This design comes from an exercise in tuning for small area, a short achievable clock period and few clock cycles on the open sky130 flow, not from production work. The RTL was checked by simulation tests, not by an equivalence proof against the original design. No activity file was given, so power comes from the tool's default toggle rates.

Setup of v14:
==> flow/design.v (excerpt) <==
module centered_pixel_doubler (
  input  wire logic        clk,
  input  wire logic        rst_n,
  input  wire logic        in_push,
  output logic             in_full,
  input  wire logic [48:0] in_word,
  output logic             out_empty,
  input  wire logic        out_pop,
  output logic [56:0]      out_word,
  input  wire logic        cfg_we,
  input  wire logic [0:0]  cfg_index,
  input  wire logic [12:0] cfg_wdata
);
  logic [12:0] w_r, h_r;
  logic [12:0] wd_sat;
  assign wd_sat = (cfg_wdata[12] && (cfg_wdata[11:0] != 12'd0)) ? 13'd4096 : cfg_wdata;
  always_ff @(posedge clk) begin
    if (!rst_n) begin
      w_r <= 13'd512;
      h_r <= 13'd480;
    end else if (cfg_we) begin
      if (cfg_index == 1'b0) w_r <= wd_sat;
      else                   h_r <= wd_sat;
    end
  end
  logic        s_c;
  logic        s_r;           
  logic        w_lo;          
  logic        h_lo;          
  logic        neg_c;         
  logic [11:0] hh, ww;
  logic [11:0] b_c;           
  logic [12:0] kx_c;          
  logic        kci_c;         
  logic [13:0] wm_r;          
  logic [14:0] wm3_r;         
  logic [13:0] w3_c;
  logic        kc0_c;         
  always_comb begin
    hh    = h_r[12:1];
    kci_c = !s_c && (w_r[12:8] == 5'd0) && w_r[0];
    ww    = w_r[12:1];
    s_c   = (w_r[12:9] != 4'd0) && ((h_r[12:9] != 4'd0) || (h_r[8:5] == 4'b1111));
    w_lo  = (w_r[12:8] == 5'd0);
    h_lo  = (h_r[12:8] == 5'd0) && (h_r[7:4] != 4'b1111);
    neg_c = !s_c && h_lo && (h_r[7:0] != 8'd239);
    if (s_c)        b_c = 12'((hh - 12'd240) >> 1);
    else if (neg_c) b_c = hh + 12'd8 + {11'd0, h_r[0]};
  ...
For scale: ~1900 cells after synthesis, ~280 flip-flops, about 130 I/O pins, ~18000 sq um of cells after synthesis.
Settings: LEC_CHECK=0, CAP_MARGIN=20, CORE_MARGIN=2, CORE_UTILIZATION=40, SETUP_SLACK_MARGIN=3.0, SLEW_MARGIN=20; clock period 6.0 ns.
run.sh (not shown) runs the stock make flow with config.mk's settings and CLKGATE_MAP_FILE= SYNTH_SCRIPT=/design/flow/synth_recipe.tcl, a recipe that flattens the netlist after the stock synthesis.
Looking at the reports, v14 completed the entire flow and the layout it produced met the timing, DRC and antenna checks.
Testbench counts of v14, summed over its fixed seeds: cycles 21,193.
#### Input delta (v38 over v14)
- SETUP_SLACK_MARGIN now 3.8, was 3.0
--- outcome ---
[compare] base=v14 new=v38: average wire per cell in the routed design shows an increase of about 9%, register fraction of the total cell area went down. Final net count delta for v38 relative to v14: 172 higher. Diff v14 -> v38: final non-filler cell total saw an increase; maximum frequency from static timing analysis saw an increase; post-route clock period utilization saw a decrease; clock period minus worst slack saw a decrease.
The following lists how v26 was set up differently from v38:
- a change of SETUP_SLACK_MARGIN from 3.8 to 3.2
Results
No stage failed in v26, and the final checks on the layout all came back clean.
Taking v38 as the reference, in v26 switching power saw a decrease; insertion delay of the later-clocked pin in the worst-skew pair shows a reduction of 0.02 ns; post-CTS setup buffer count down 100.
The sequential share of layout area in v26 sits 2.8 points above the value recorded for v38.
Re number of signal-net buffers in the layout: v38 was higher than v26.
Taking v26 over v38, the total met3 wirelength after detailed routing ratio works out to 0.64.
Compared to v38, the routing of v26 uses less wire.
v26 vs v38: post-placement cell area down in v26
Diff v38 -> v26: shortest period the worst path allows lower; final area lower.
What v48 does differently from v26 at the input level:
- setting ABC_CLOCK_PERIOD_IN_PS to 2200 for the first time
Diff v26..v48 | instance count on the critical path | unchanged. Re level count of the clock H-tree: no difference whatsoever between v48 and v26. Summary of v48 over v26: chip height essentially unchanged, portion of the clock cycle consumed by the worst path in the final layout essentially unchanged. Looking at v26 and v48, the synthesis-to-finish area growth is a wash. Diff v26..v48 | final worst setup slack | unchanged. Comparing v26 against v48, there is no change at all in final standard cell utilization of the core. | part of the total power dissipated in combinational logic | v48 vs v26 | ≈ equal |.

## job 1069
Another version of the RTL of centered_pixel_doubler (not shown whole).
Size in the first run: about 1,900 cells after synthesis, about 280 flip-flops, roughly 18,000 sq um of cells after synthesis.
## centered_pixel_doubler
module centered_pixel_doubler (
  input  wire logic        clk,
  input  wire logic        rst_n,
  input  wire logic        in_push,
  output logic             in_full,
  input  wire logic [48:0] in_word,
  output logic             out_empty,
  input  wire logic        out_pop,
  output logic [56:0]      out_word,
  input  wire logic        cfg_we,
  input  wire logic [0:0]  cfg_index,
  input  wire logic [12:0] cfg_wdata
);
  logic [12:0] w_r, h_r;
  logic [12:0] wd_sat;
  assign wd_sat = (cfg_wdata[12] && (cfg_wdata[11:0] != 12'd0)) ? 13'd4096 : cfg_wdata;
  always_ff @(posedge clk) begin
    if (!rst_n) begin
      w_r <= 13'd512;
      h_r <= 13'd480;
    end else if (cfg_we) begin
      if (cfg_index == 1'b0) w_r <= wd_sat;
      else                   h_r <= wd_sat;
    end
  end
  logic        s_c;
  logic        s_r;           
  logic        w_lo;          
  logic        h_lo;          
  logic        neg_c;         
  logic [11:0] hh, ww;
  logic [11:0] b_c;           
  logic [12:0] kx_c;          
  logic        kci_c;         
  logic [13:0] wm_r;          
  logic [14:0] wm3_r;         
  logic [13:0] w3_c;
  logic        kc0_c;         
  assign s_c = (w_r[12:9] != 4'd0) && ((h_r[12:9] != 4'd0) || (h_r[8:5] == 4'b1111));
  always_comb begin
    hh    = h_r[12:1];
    kci_c = !s_r && (w_r[12:8] == 5'd0) && w_r[0];
    ww    = w_r[12:1];
    w_lo  = (w_r[12:8] == 5'd0);
    h_lo  = (h_r[12:8] == 5'd0) && (h_r[7:4] != 4'b1111);
    neg_c = !s_r && h_lo && (h_r[7:0] != 8'd239);
    if (s_r)        b_c = 12'((hh - 12'd240) >> 1);
    else if (neg_c) b_c = hh + 12'd8 + {11'd0, h_r[0]};
    else            b_c = hh - 12'd120 + {11'd0, h_r[0] && h_lo};
    if (s_r)        kx_c = {1'b0, ww} - 13'd256;
  ...
make LEC_CHECK=0 CAP_MARGIN=20 CORE_MARGIN=2 CORE_UTILIZATION=40 SETUP_SLACK_MARGIN=2.7 SLEW_MARGIN=20 finish   # period 6.0 ns
Job 1069 was carried through to the last stage, and its layout satisfied the timing, DRC and antenna checks.
Testbench counts of job 1069, summed over its fixed seeds: cycles 21,201.
What job 6897 does differently from job 1069 at the input level:
Settings: CORE_UTILIZATION: 40 -> 50; SETUP_SLACK_MARGIN: 2.7 -> 3.1.
## What came out
- Layout sequential cell count came out exactly the same in job 1069 and job 6897.
- Side by side, total power divided by cell area turned out lower in job 6897 than in job 1069.
- For the critical path depth, job 6897 came in 4 higher than job 1069 did.
- From job 1069 to job 6897 the numbers moved as follows: non-clock buffer count shows an increase of 35, leakage power summed over all cells shows an increase of 3.1%.
- The number of multi-input logic gates of job 1069 and that of job 6897 are within noise of each other.
- Compared with job 1069, job 6897 shows a routed via count that is 0.71% higher.
- Job 1069 fits on a die that is larger than the die of job 6897.
- For register-to-register slack, job 6897 and job 1069 come out practically identical.
- The run with more setup slack is job 6897; job 1069 has less.
- Job 6897 ended with more count of H-tree levels built during CTS than job 1069.
#### Input delta (job 5309 over job 6897)
Settings: CORE_UTILIZATION: 50 -> 40; SETUP_SLACK_MARGIN: 3.1 -> 3.2.
Results
Summary of job 5309 over job 6897: cell count after placement picked up an extra 138; instance count of the mapped netlist neither gained nor lost much; post-detailed-routing wire length neither gained nor lost much.
On flip-flop and latch count, job 6897 tracks job 5309 almost exactly.
Re synthesized area: no difference whatsoever between job 6897 and job 5309.
Compared with job 6897, in job 5309 clock network latency to the later pin of the worst-skew pair now sits higher, share of cell area taken by flip-flops and latches went down 0.29 points.
Between job 6897 and job 5309, the flow reports design area increasing slightly.
End point of the critical path: o_idx_r[18] -> job 6897, o_idx_r[23] -> job 5309
--- input diff job 5309..job 8046 ---
Settings: a change of SETUP_SLACK_MARGIN from 3.2 to 3.5.
Notes after the runs:
Compared with job 5309, job 8046 shows a higher post-route minimum period.
Looking at clock network fraction of design power, job 8046 sits above job 5309.
Re post-synthesis adder-cell area fraction: no difference whatsoever between job 8046 and job 5309.

[static timing again, ports no longer ideal]
The results above use ideal ports. As a check the final layouts listed here were re-extracted and re-timed, cells and wires unchanged. Step 1 (the two cells are an assumption about what drives the block):
set clk [get_ports {clk}]
set_driving_cell -lib_cell sky130_fd_sc_hd__clkbuf_16 $clk
set_driving_cell -lib_cell sky130_fd_sc_hd__buf_2 [delete_from_list [all_inputs] $clk]
Step 2 adds t to the input delays and takes it off the output delays; t is the mean of the earliest and latest rising clock arrival at the registers after step 1. Input paths then give back, and output paths get back, about the clock's delay inside the block. Three values: no drivers, after step 1, after step 2; two values: the first two.
run	t (ns)	slack for setup (ns)	hold slack, ns	latest minus earliest clock arrival (ns)
v14	0.599	2.961 / 2.961 / 2.583	0.413 / 0.413 / 0.413	0.025 / 0.025
v38	0.589	3.030 / 3.030 / 2.994	0.416 / 0.416 / 0.416	0.032 / 0.032
v26	0.577	3.083 / 3.083 / 2.709	0.416 / 0.416 / 0.416	0.018 / 0.018
v48	0.577	3.083 / 3.083 / 2.709	0.416 / 0.416 / 0.416	0.018 / 0.018
job 1069	0.639	2.832 / 2.832 / 2.275	0.418 / 0.418 / 0.418	0.011 / 0.011
job 6897	0.571	2.836 / 2.836 / 2.699	0.415 / 0.415 / 0.415	0.022 / 0.022
job 5309	0.596	2.912 / 2.912 / 2.717	0.411 / 0.411 / 0.411	0.025 / 0.026
job 8046	0.600	2.856 / 2.856 / 2.856	0.416 / 0.416 / 0.416	0.022 / 0.022
After both steps every run listed still meets setup and hold. The setup slack of job 1069, which loses most, moves by 0.000 ns with the drivers and by -0.557 ns with both steps.
